Background: an optimization exercise with open tools, aiming at small area. Do not read the settings as production practice. Only simulation tests tie the RTL to the original design; equivalence was not proved.

===== flow/config.mk =====
export PLATFORM = sky130hd
export DESIGN_NAME = sw_top
export DESIGN_NICKNAME = sw_top
export VERILOG_FILES = /design/flow/design.v
export SDC_FILE = /design/flow/constraint.sdc
export NUM_CORES = 4
export LEC_CHECK = 0
export CAP_MARGIN = 10
export CORE_MARGIN = 2
export CORE_UTILIZATION = 40
export GPL_ROUTABILITY_DRIVEN = 0
export PLACE_DENSITY = 0.7
export SLEW_MARGIN = 10

===== flow/constraint.sdc =====
create_clock -name core_clock -period 11.0 [get_ports {clk}]
set_input_delay 2.2000 -clock core_clock [delete_from_list [all_inputs] [get_ports {clk}]]
set_output_delay 2.2000 -clock core_clock [all_outputs]
set_load 0.01 [all_outputs]

===== flow/design.v =====
`timescale 1ns/1ps
module sw_top (
    input  logic          clk,
    input  logic          reset,
    input  logic          valid_i,
    input  logic [1:0]    data_ref_i,
    input  logic [1:0]    data_query_i,
    output logic          finish_o,
    output logic [20:0]   best_o
);
    logic [6:0]  cnt_q;      
    logic [5:0]  rp_q;       
    logic [3:0]  qp_q;       
    logic        bub_q;      
    logic        loaded, front, take, run, real_cell, row_end, first_row, front_row, first_cell, done;
    assign loaded    = cnt_q[6];
    assign front     = (cnt_q[6:4] == 3'd0);
    assign take      = valid_i & ~loaded;
    assign run       = ~front;
    assign real_cell = run & ~bub_q;
    assign row_end   = (qp_q == 4'd0);
    assign first_row = (rp_q == 6'd1);
    assign front_row = ((rp_q[5:4] == 2'd0) & (rp_q[3:0] != 4'd0)) | (rp_q == 6'd16);
    assign first_cell = first_row & (qp_q == 4'd1);
    assign done      = loaded & first_cell;
    logic [31:0] qry_q;      
    logic [31:0] frt_q;      
    logic [95:0] bck_q;      
    always_ff @(posedge clk) begin
        if ((take & front) | run)
            qry_q <= {qry_q[29:0], run ? qry_q[31:30] : data_query_i};
        if ((take & front) | (real_cell & row_end & front_row))
            frt_q <= {frt_q[29:0], data_ref_i};
        if ((take & ~front) | (real_cell & row_end & ~front_row))
            bck_q <= {bck_q[93:0], data_ref_i};
    end
    logic [1:0] qbase, rbase;
    assign qbase = qry_q[31:30];
    assign rbase = front_row ? frt_q[31:30] : bck_q[95:94];
    logic [3:0] ring_q [0:15];
    logic [3:0] ring_in;
    always_ff @(posedge clk) begin
        ring_q[0] <= ring_in;
        for (int k = 1; k < 16; k++) ring_q[k] <= ring_q[k-1];
    end
    logic [5:0] hl_q;        
    logic [2:0] vv_q;        
    logic       g_q;         
    logic [2:0] dd;
    logic       f;
    logic [2:0] u, l, d4, dd_new, vv_new;
    logic       zx, f_new, g_new, uh, lh, ul, lu;
    logic [5:0] h_new;
    logic [3:0] dm;
    always_comb begin
        dd = ring_q[15][3:1];
        f  = ring_q[15][0];
        u = dd + {2'b0, f};
        l = vv_q + {2'b0, g_q};
        zx = (hl_q[5:3] == 3'd0) & (vv_q[2] | vv_q[1]) &
             (hl_q[2:0] == {vv_q[2] & vv_q[1], ~vv_q[1], vv_q[0]});
        uh = u[2];                       
        lh = l[2];                       
        ul = 1'b1;
        lu = 1'b1;
        for (int k = 0; k < 3; k++) begin
            ul = (u[k] & ~l[k]) | ((u[k] | ~l[k]) & ul);
            lu = (l[k] & ~u[k]) | ((l[k] | ~u[k]) & lu);
        end
        if (rbase == qbase) begin
            d4    = 3'd6;
            f_new = (u == 3'd6);
            g_new = (l == 3'd6);
        end else if (uh | lh) begin
            d4    = ul ? u : l;
            f_new = ul;
            g_new = lu;
        end else begin
            d4    = zx ? 3'd4 : 3'd3;   
            f_new = ~zx & (u == 3'd3);
            g_new = ~zx & (l == 3'd3);
        end
        dd_new = d4 - vv_q;
        vv_new = d4 - dd;
        dm     = {1'b0, dd_new} - 4'd2;
        h_new  = hl_q + {{2{dm[3]}}, dm};
        ring_in = real_cell ? {dd_new, f_new} : (run ? ring_q[15] : 4'b0100);
    end
    always_ff @(posedge clk) begin
        if (row_end | ~run) begin
            hl_q <= '0;
            vv_q <= 3'd2;
            g_q  <= 1'b0;
        end else begin
            hl_q <= h_new;
            vv_q <= vv_new;
            g_q  <= g_new;
        end
    end
    logic [5:0] bs_q;
    logic [5:0] br_q;
    logic [3:0] bc_q;
    logic       upd;
    logic       tie;         
    logic       c_col, c_sc;
    always_comb begin
        c_col = 1'b0;
        for (int k = 0; k < 4; k++) c_col = (bc_q[k] & ~qp_q[k]) | ((bc_q[k] | ~qp_q[k]) & c_col);
        tie = (qp_q != 4'd0) & ((bc_q == 4'd0) | c_col);
        c_sc = tie;
        for (int k = 0; k < 6; k++) c_sc = (h_new[k] & ~bs_q[k]) | ((h_new[k] | ~bs_q[k]) & c_sc);
    end
    assign upd = real_cell & (first_cell | c_sc);
    always_ff @(posedge clk) begin
        if (upd) begin
            bs_q <= h_new;
            br_q <= rp_q;
            bc_q <= qp_q;
        end
    end
    logic [6:0]  cnt_inc;
    assign cnt_inc = cnt_q + {6'd0, take};
    logic [5:0]  osc_q;      
    logic [9:0]  opos_q;     
    logic        nz;
    assign nz = (osc_q != 6'd0);
    always_ff @(posedge clk) begin
        if (done) opos_q <= {br_q, bc_q};
    end
    always_ff @(posedge clk or posedge reset) begin
        if (reset) begin
            cnt_q <= '0;
            rp_q  <= 6'd1;
            qp_q  <= 4'd1;
            bub_q <= 1'b0;
            osc_q <= '0;
        end else begin
            cnt_q <= {cnt_inc[6] & ~done, cnt_inc[5:0]};
            if (done) osc_q <= bs_q;
            qp_q <= run ? qp_q + 4'd1 : 4'd1;
            rp_q <= rp_q + {5'd0, real_cell & row_end};
            if (run & row_end) begin
                bub_q <= ~loaded & (rp_q[5:1] == 5'b01000);
            end
        end
    end
    assign finish_o = ~run & (qp_q == 4'd2);
    assign best_o   = {2'b00, osc_q,
                       nz & (opos_q[9:4] == 6'd0), nz ? opos_q[9:4] : 6'd0, 1'b0,
                       nz & (opos_q[3:0] == 4'd0), nz ? opos_q[3:0] : 4'd0};
endmodule

===== flow/flow/run.sh =====
#!/bin/bash
# The standard layout (the standard.sh: unchanged synthesis, floorplan,
# power grid and placement) with two knobs changed:
#  - port buffers are sky130_fd_sc_hd__buf_1 instead of the default pick
#  - clock tree synthesis with these options and no dummy loads
# The run's full output goes to standard.log here; ORFS's own per-step logs
# are under orfs/logs/.
set -euo pipefail
export BUFFER_PORTS_ARGS="-buffer_cell sky130_fd_sc_hd__buf_1"
export CTS_ARGS="-sink_clustering_enable -repair_clock_nets -sink_clustering_size 11 -sink_clustering_max_diameter 45 -buf_list sky130_fd_sc_hd__clkbuf_4 -dont_use_dummy_load"
bash standard.sh > standard.log 2>&1

===== flow/standard.sh =====
#!/bin/bash
# synth_recipe.tcl (not shown) runs the flow's synth.tcl, then flattens the netlist and writes it again
# the make line also repeats each setting of config.mk as NAME=value (left out here)
make -C /OpenROAD-flow-scripts/flow DESIGN_CONFIG=/design/flow/config.mk WORK_HOME=/design/flow/orfs CLKGATE_MAP_FILE= SYNTH_SCRIPT=/design/flow/synth_recipe.tcl "${@:-finish}"

==> results_dict.tcl, run 1 <==
set metrics [dict create \
    grt_first_pass_wirelength_mm 20.78 \
    crit_top_cell "ha_1" \
    slew_headroom 0.2446 \
    crit_path_end_kind "flop" \
    yosysTopAreaCell "edfxtp_1" \
    whs_ns 0.2937 \
    vias 4193 \
    ys_seq_area_frac 0.8302 \
    drc 0 \
    hold_viol_final 0 \
    routed_wl_mm 12.37 \
    crit_fanout 16 \
    synth_edf_count 186 \
    io_pins 29 \
    fmax_mhz 163.8 \
    pre_cts_slack_ns 4.728 \
    syn_area_sq_um 9239 \
    dieWidth_microns 156.0 \
    synth_top_area_frac 0.6046 \
    finalClockSkew_ns 0.05337 \
    cp_top_family "compound AO/OA/AOI/OAI gates" \
    start_kind "flop" \
    area_growth_pct 7.801 \
    finalNonFillerCells 859 \
    die_area_sq_um 24330 \
    fin_area_sq_um 9960 \
    ys.flop_type "edfxtp_1" \
    grt_max_degree 97 \
    numCtsBuffers 31 \
    rsz0062_at_grt "false" \
    drv_cap 0 \
    synth_common_cells "edfxtp_1, dfxtp_1, nand2_1" \
    drtPass1Iterations 5 \
    cp_data_arrival_time_ns 6.38 \
    synth_cell_type_count 50 \
    yosys_register_bits 284 \
    cts_htree_levels 1 \
    min_period_over_period 0.5552 \
    worst_slack_ns 4.893 \
    worstPathRequired_ns 11.28 \
    ys_warn_count 2 \
    setup_tns_ns 0 \
    path_buf_inv 1 \
    ctsResizeCount 0 \
    fill_cells 1958 \
    hold_path_class "flop to flop" \
    antenna_found_initial 1 \
    drtIter0Drc 362 \
    worstMarginPinSlew_ns 1.133 \
    criticalPathCategory "flop to flop" \
    grtUsageTotal 0.1061 \
    nets 606 \
    register_area_sq_um 7670 \
    min_period_ns 6.107 \
    hpwl_mm 7.592 \
    fp-row-count 55 \
    die_h_microns 156.0 \
    synth_async_sr_flop_share 0.08451 \
    postRouteAntennaNets 0 \
    drv_slew 0 \
    coreArea_sq_um 22640 \
    gr-total-overflow 0 \
    cp_slowest_stage_delay_ns 0.76 \
    placed_area_sq_um 9711 \
    initial_core_util 0.4081 \
    cts_sinks 284 \
    cts_tree "yes" \
    grt_pass1_vias 4139 \
    wl_per_cell_microns 14.40 \
    multi_input_area_sq_um 1499 \
    synth_area_leaders "edfxtp_1, dfxtp_1, dfrtp_1" \
    max-clock-path-buffers 3 \
    viasPerCell 4.881 \
    status "no timing/DRC/antenna violations" \
    drive_gt1_frac 0.08377 \
    synthCells 519 \
    cts-root-buf "clkbuf_4" \
    post-cts-setup-buffers 0 \
    cp_cell_sequence "nor4_2, mux2i_1, mux2i_1, xnor2_1, or2_1, o21ai_0, ha_1, fa_1, xor2_1, xnor2_1, ha_1, inv_1, ha_1, xor2_1, o22ai_1, nor3_1, a22oi_1, a21oi_1, o221a_2, a311oi_4" \
    critPathSlowestCell "a311oi_4" \
    synth.most_common_cell "edfxtp_1" \
    clock_latency_ns 0.66 \
    setup-violations-final 0 \
    io_buffer_count 25 \
    cts_hold_buf 0 \
    clkTransAtPathRegs_ns 0.11 \
    dp_cells 827 \
    synth.avg_cell_area_sq_um 17.80 \
]
==> layout by cell type (no fill, tap or decap), types with 10 or more instances in the layout <==
master and n:
edfxtp_1 186, dfxtp_1 74, clkbuf_4 31, nand2_1 25, buf_1 25, inv_1 24, nor2_1 23, dfrtp_1 22
ha_1 21, xnor2_1 16, and2_1 13, a21oi_1 12, o21ai_0 10
==> flip-flops by register name, indices dropped and copies added, names as in the netlist, 7 cells and up <==
name	count
bck_q	96
cnt_q	7
frt_q	32
opos_q	10
qry_q	32
ring_q	64
==> cell families after synthesis <==
logic type	after synthesis	share of synthesized area
fa+ha+maj	27	0.03819
mux	8	0.009209
simple gates	104	0.05688
compound gates	41	0.02885
buf+inv	30	0.01354
flops	284	0.8302
xor+xnor	24	0.02275
other cells	1	0.0004059
==> per-stage QoR <==
stage / util
after floorplan: -
after global placement: 0.4289
after detailed placement: 0.4289
after CTS: 0.4392
after global routing: 0.4399
final: 0.4399
==> area by class of cell <==
cell class              instances  area share
well taps                     285     0.03580
diodes                          1   0.0002513
repair buffers                 27     0.01093
flip-flops and latches        284      0.7701
multi-input cells             207      0.1505
clock buffers                  31     0.02337
inverters                      24    0.009045
==> layer usage <==
metal	up-vias	routed length, microns	GRT usage	share of wire
li1	1983	-	-	-
met1	2065	5682	0.1448	0.46
met2	119	5684	0.1684	0.46
met3	26	700	0.02694	0.057
met4	0	302	0.03320	0.024
met5	-	0	0	0
==> final timing paths <==
check	slack, ns	endpoint	cells past startpoint	start
worst min-delay path	0.29	ring_q[8][2]$_DFF_P_	0	ring_q[7][2]$_DFF_P_
worst max register to register	4.89	bs_q[2]$_DFFE_PP_	20	rp_q[2]$_DFF_PP0_
max in group asynchronous	8.66	cnt_q[1]$_DFF_PP0_	2	reset
worst min register to register	0.29	ring_q[8][2]$_DFF_P_	0	ring_q[7][2]$_DFF_P_
worst max-delay path	4.89	bs_q[2]$_DFFE_PP_	20	rp_q[2]$_DFF_PP0_
min in group asynchronous	1.70	cnt_q[4]$_DFF_PP0_	2	reset
==> run 2, diff against run 1 <==
--- a/flow/flow/run.sh
+++ b/flow/flow/run.sh
@@ -9,3 +9,3 @@
 export BUFFER_PORTS_ARGS="-buffer_cell sky130_fd_sc_hd__buf_1"
-export CTS_ARGS="-sink_clustering_enable -repair_clock_nets -sink_clustering_size 11 -sink_clustering_max_diameter 45 -buf_list sky130_fd_sc_hd__clkbuf_4 -dont_use_dummy_load"
+export CTS_ARGS="-sink_clustering_enable -repair_clock_nets -sink_clustering_size 11 -sink_clustering_max_diameter 45 -buf_list sky130_fd_sc_hd__clkbuf_4 -balance_levels -dont_use_dummy_load"
 bash standard.sh > standard.log 2>&1
--- a/flow/config.mk
+++ b/flow/config.mk
@@ -10,3 +10,2 @@
 export CORE_UTILIZATION = 40
-export GPL_ROUTABILITY_DRIVEN = 0
 export PLACE_DENSITY = 0.7
==> results_dict.tcl, run 2 <==
set metrics [dict create \
    dp_cells 827 \
    routed_wl_mm 12.37 \
    drv_cap 0 \
    ys_seq_area_frac 0.8302 \
    whs_path_depth 0 \
    coreArea_sq_um 22640 \
    criticalPathCategory "flop to flop" \
    hold_viol_final 0 \
    vias 4193 \
    drv_slew 0 \
    min-delay-start "ring_q[7][2]$_DFF_P_" \
    r2r-start "rp_q[2]$_DFF_PP0_" \
    min_period_ns 6.107 \
    ctsResizeCount 0 \
    antenna_found_initial 1 \
    viasPerCell 4.881 \
    synth_common_cells "edfxtp_1, dfxtp_1, nand2_1" \
    synth_top_area_frac 0.6046 \
    synth.avg_cell_area_sq_um 17.80 \
    final_common_cell "edfxtp_1" \
    cp_data_arrival_time_ns 6.38 \
    cts-root-buf "clkbuf_4" \
    status "no timing/DRC/antenna violations" \
    cp_cell_sequence "nor4_2, mux2i_1, mux2i_1, xnor2_1, or2_1, o21ai_0, ha_1, fa_1, xor2_1, xnor2_1, ha_1, inv_1, ha_1, xor2_1, o22ai_1, nor3_1, a22oi_1, a21oi_1, o221a_2, a311oi_4" \
    hold_path_class "flop to flop" \
    cp_slowest_stage_delay_ns 0.76 \
    io_pins 29 \
    crit_top_cell "ha_1" \
    grt_first_pass_wirelength_mm 20.78 \
    area_growth_pct 7.801 \
    dieWidth_microns 156.0 \
    hpwl_mm 7.592 \
    setup-violations-final 0 \
    finalNonFillerCells 859 \
    synthCells 519 \
    io_buffer_count 25 \
    whs_endpoint "ring_q[8][2]$_DFF_P_" \
    slew_headroom 0.2446 \
    synth.most_common_cell "edfxtp_1" \
    postRouteAntennaNets 0 \
    die_area_sq_um 24330 \
    gr-total-overflow 0 \
    critPathSlowestCell "a311oi_4" \
    drive_gt1_frac 0.08377 \
    cts_sinks 284 \
    min_period_over_period 0.5552 \
    synth_async_sr_flop_share 0.08451 \
    synth_edf_count 186 \
    cts_tree "yes" \
    top_register "bck_q" \
    post-cts-setup-buffers 0 \
    fp-row-count 55 \
    drc 0 \
    r2r_cells 20 \
    worstPathRequired_ns 11.28 \
    r2r_slack_ns 4.89 \
    grt_max_degree 97 \
    grt_pass1_vias 4139 \
    reg.largest.list "bck_q x96, ring_q x64" \
    reg2reg_to "bs_q[2]$_DFFE_PP_" \
    clkTransAtPathRegs_ns 0.11 \
    clock_latency_ns 0.66 \
    nets 606 \
    crit_fanout 16 \
    drtIter0Drc 362 \
    initial_core_util 0.4081 \
    gp_congestion 0.8767 \
    max-clock-path-buffers 3 \
    setup_tns_ns 0 \
    finalClockSkew_ns 0.05337 \
    yosys_register_bits 284 \
    numCtsBuffers 31 \
    ys_warn_count 2 \
    crit_path_end_kind "flop" \
    start_kind "flop" \
    drtPass1Iterations 5 \
    synth_cell_type_count 50 \
    cts_hold_buf 0 \
    ys.flop_type "edfxtp_1" \
    syn_area_sq_um 9239 \
    yosysTopAreaCell "edfxtp_1" \
    fmax_mhz 163.8 \
    synth_area_leaders "edfxtp_1, dfxtp_1, dfrtp_1" \
    final_cell_mix "edfxtp_1, dfxtp_1, clkbuf_4" \
    rsz0062_at_grt "false" \
    wl_per_cell_microns 14.40 \
    die_h_microns 156.0 \
    cts_htree_levels 1 \
    worstMarginPinSlew_ns 1.133 \
    largest_reg_flops 96 \
    whs_ns 0.2937 \
    grtUsageTotal 0.1061 \
]
-- run 2: worst max-delay path by stage --
stage                              to  slack [ns]  cells past startpoint         startpoint
floorplan           bc_q[0]$_DFFE_PP_        5.06                     20  rp_q[1]$_DFF_PP0_
global placement    bc_q[1]$_DFFE_PP_        5.02                     20  rp_q[1]$_DFF_PP0_
detailed placement  bc_q[0]$_DFFE_PP_        4.73                     20  rp_q[1]$_DFF_PP0_
CTS                 bs_q[2]$_DFFE_PP_        4.66                     20  rp_q[2]$_DFF_PP0_
global route        bs_q[0]$_DFFE_PP_        4.46                     20  rp_q[2]$_DFF_PP0_
finish              bs_q[2]$_DFFE_PP_        4.89                     20  rp_q[2]$_DFF_PP0_
-- run 2: layout make-up --
type	instances	area (sq um)
Tap cell	285	356.6
Inverter	24	90.09
Fill cell	1958	12680
Multi-Input combinational cell	207	1499
Timing Repair Buffer	27	108.9
Clock buffer	31	232.7
Sequential cell	284	7670
Antenna cell	1	2.502
-- run 2: per-stage QoR --
stage                     instance area, sq um  worst slack [ns]  utilization
final                                     9960             4.893       0.4399
after global routing                      9960             4.463       0.4399
after CTS                                 9943             4.662       0.4392
after detailed placement                  9711             4.728       0.4289
after global placement                    9711             5.023       0.4289
after floorplan                           9246             5.064            -
-- run 2: per-layer routing --
layer | track usage | share of wire
met5 | 0 | 0
met4 | 0.03320 | 0.024
met3 | 0.02694 | 0.057
met2 | 0.1684 | 0.46
met1 | 0.1448 | 0.46
-- run 2: kinds of logic (layout without fill, tap and decap cells) --
kind of cell	after synthesis	count (layout)	share of synthesized area
AO/OA/AOI/OAI	41	41	0.02885
other	1	4	0.0004059
AND/OR/NAND/NOR	104	104	0.05688
adder cells (fa/ha/maj)	27	27	0.03819
XOR/XNOR	24	24	0.02275
multiplexers	8	8	0.009209
buffers and inverters	30	82	0.01354
flip-flops	284	284	0.8302
-- run 2: critical path, delay by kind of cell, from the launching register on --
family,cells,cell delay [ns]
XOR/XNOR,4,0.97
buffers and inverters,1,0.08
adder cells (fa/ha/maj),4,1.16
AND/OR/NAND/NOR,3,0.60
flip-flops,1,0.46
multiplexers,2,0.78
AO/OA/AOI/OAI,6,1.67
==> run 3, diff against run 2 <==
--- a/flow/flow/run.sh
+++ b/flow/flow/run.sh
@@ -9,3 +9,3 @@
 export BUFFER_PORTS_ARGS="-buffer_cell sky130_fd_sc_hd__buf_1"
-export CTS_ARGS="-sink_clustering_enable -repair_clock_nets -sink_clustering_size 11 -sink_clustering_max_diameter 45 -buf_list sky130_fd_sc_hd__clkbuf_4 -balance_levels -dont_use_dummy_load"
+export CTS_ARGS="-sink_clustering_enable -repair_clock_nets -sink_clustering_size 12 -sink_clustering_max_diameter 40 -buf_list sky130_fd_sc_hd__clkbuf_4 -dont_use_dummy_load"
 bash standard.sh > standard.log 2>&1
==> results_dict.tcl, run 3 <==
set metrics [dict create \
    status "no timing/DRC/antenna violations" \
    hold_path_class "flop to flop" \
    synth_top_area_frac 0.6046 \
    yosysTopAreaCell "edfxtp_1" \
    criticalPathCategory "flop to flop" \
    cp_slowest_stage_delay_ns 0.76 \
    postRouteAntennaNets 0 \
    synth_cell_type_count 50 \
    ctsResizeCount 0 \
    routed_wl_mm 12.45 \
    worstPathRequired_ns 11.27 \
    synth_area_leaders "edfxtp_1, dfxtp_1, dfrtp_1" \
    synth_edf_count 186 \
    clock_latency_ns 0.67 \
    grt_pass1_vias 4176 \
    drive_gt1_frac 0.08377 \
    cts_hold_buf 0 \
    syn_area_sq_um 9239 \
    yosys_register_bits 284 \
    cts-root-buf "clkbuf_4" \
    grt_max_degree 97 \
    worstMarginPinSlew_ns 1.138 \
    grt_first_pass_wirelength_mm 20.98 \
    critPathSlowestCell "a311oi_4" \
    coreArea_sq_um 22640 \
    start_kind "flop" \
    hpwl_mm 7.592 \
    clkTransAtPathRegs_ns 0.12 \
    die_h_microns 156.0 \
    cp_top_family "compound AO/OA/AOI/OAI gates" \
    synth_async_sr_flop_share 0.08451 \
    nets 606 \
    ys.flop_type "edfxtp_1" \
    crit_fanout 16 \
    hold_viol_final 0 \
    final_cell_mix "edfxtp_1, dfxtp_1, clkbuf_4" \
    fp-row-count 55 \
    synth.avg_cell_area_sq_um 17.80 \
    io_pins 29 \
    cts_htree_levels 1 \
    ys_seq_area_frac 0.8302 \
    r2r_cells 20 \
    drv_cap 0 \
    area_growth_pct 7.801 \
    post-cts-setup-buffers 0 \
    dieWidth_microns 156.0 \
    vias 4186 \
    drtPass1Iterations 5 \
    gp_congestion 0.8767 \
    finalClockSkew_ns 0.04734 \
    top_register "bck_q" \
    drc 0 \
    cts_sinks 284 \
    viasPerCell 4.873 \
    synth.most_common_cell "edfxtp_1" \
    setup_tns_ns 0 \
    grtUsageTotal 0.1063 \
    initial_core_util 0.4081 \
    setup-violations-final 0 \
    path_buf_inv 1 \
    fmax_mhz 163.1 \
    wl_per_cell_microns 14.49 \
    largest_reg_flops 96 \
    drv_slew 0 \
    slew_headroom 0.2417 \
    io_buffer_count 25 \
    min_period_over_period 0.5574 \
    fin_util 0.4399 \
    rsz0062_at_grt "false" \
    cp_num_cells 20 \
    numCtsBuffers 31 \
    min_period_ns 6.132 \
    drtIter0Drc 357 \
    synthCells 519 \
    final_common_cell "edfxtp_1" \
    reg.largest.list "bck_q x96, ring_q x64" \
    cts_tree "yes" \
    cp_data_arrival_time_ns 6.40 \
    cp_cell_sequence "nor4_2, mux2i_1, mux2i_1, xnor2_1, or2_1, o21ai_0, ha_1, fa_1, xor2_1, xnor2_1, ha_1, inv_1, ha_1, a21oi_1, a21oi_1, o21a_1, nor2_1, xnor2_1, o221a_2, a311oi_4" \
    max-clock-path-buffers 3 \
    gr-total-overflow 0 \
    synth_common_cells "edfxtp_1, dfxtp_1, nand2_1" \
    whs_path_depth 0 \
    crit_path_end_kind "flop" \
    antenna_found_initial 1 \
    die_area_sq_um 24330 \
    ys_warn_count 2 \
    fill_cells 1957 \
]
[run 3: layout make-up]
cell class | instances | area, sq um | area share
Timing Repair Buffer | 27 | 108.9 | 0.01093
Tap cell | 285 | 356.6 | 0.03580
Antenna cell | 1 | 2.502 | 0.0002513
Sequential cell | 284 | 7670 | 0.7701
Multi-Input combinational cell | 207 | 1499 | 0.1505
Clock buffer | 31 | 232.7 | 0.02337
Inverter | 24 | 90.09 | 0.009045
[run 3: final timing paths]
kind,from,to,slack [ns]
setup / recovery,rp_q[2]$_DFF_PP0_,bs_q[4]$_DFFE_PP_,4.87
hold reg to reg,ring_q[7][1]$_DFF_P_,ring_q[8][1]$_DFF_P_,0.31
setup reg to reg,rp_q[2]$_DFF_PP0_,bs_q[4]$_DFFE_PP_,4.87
max in group asynchronous,reset,bub_q$_DFFE_PP0P_,8.70
hold / removal,ring_q[7][1]$_DFF_P_,ring_q[8][1]$_DFF_P_,0.31
min in group asynchronous,reset,cnt_q[6]$_DFF_PP0_,1.70
[run 3: cells by family (layout without fill, tap and decap cells)]
family,count (synthesis),count (layout),synth area share
XOR/XNOR,24,24,0.02275
multiplexers,8,8,0.009209
AO/OA/AOI/OAI,41,41,0.02885
adder cells (fa/ha/maj),27,27,0.03819
other,1,4,0.0004059
AND/OR/NAND/NOR,104,104,0.05688
buffers and inverters,30,82,0.01354
flip-flops,284,284,0.8302
[run 3: routing by layer]
metal / share of wire / vias up / routed length (microns) / global-route usage
met5: 0 / - / 0 / 0
met4: 0.032 / 0 / 394 / 0.03713
met3: 0.052 / 31 / 649 / 0.02750
met2: 0.45 / 108 / 5640 / 0.1671
met1: 0.46 / 2065 / 5766 / 0.1444
li1: - / 1982 / - / -
[run 3: through the flow]
step                hold slack, ns  instances  setup slack, ns  instance area (sq um)
global route                0.3171        859            4.418                   9960
floorplan                   0.3096        521            5.064                   9246
finish                      0.3117        859            4.868                   9960
CTS                         0.3124        858            4.637                   9943
detailed placement          0.3121        827            4.728                   9711
global placement            0.3117        827            5.023                   9711

re-timing with driven ports:
Ports are ideal in the flow. The routed layouts listed here were re-timed in OpenROAD. Step 1: set_driving_cell puts a clkbuf_16 on clk and a buf_2 on each other input, an assumption about the parent block. Step 2 adds t to the input delays and takes it off the output delays; t is the mean of the earliest and latest rising clock arrival at the registers after step 1. Input paths then give back, and output paths get back, about the clock's delay inside the block. Slacks: no drivers / after step 1 / after step 2; pairs: no drivers / after step 1.
run | t (ns) | slack for setup (ns) | latest minus earliest clock arrival (ns)
run 1 | 0.671 | 4.893 / 4.893 / 4.893 | 0.054 / 0.054
run 2 | 0.671 | 4.893 / 4.893 / 4.893 | 0.054 / 0.054
run 3 | 0.684 | 4.868 / 4.868 / 4.868 | 0.047 / 0.047
After both steps setup and hold are still met in every run listed.
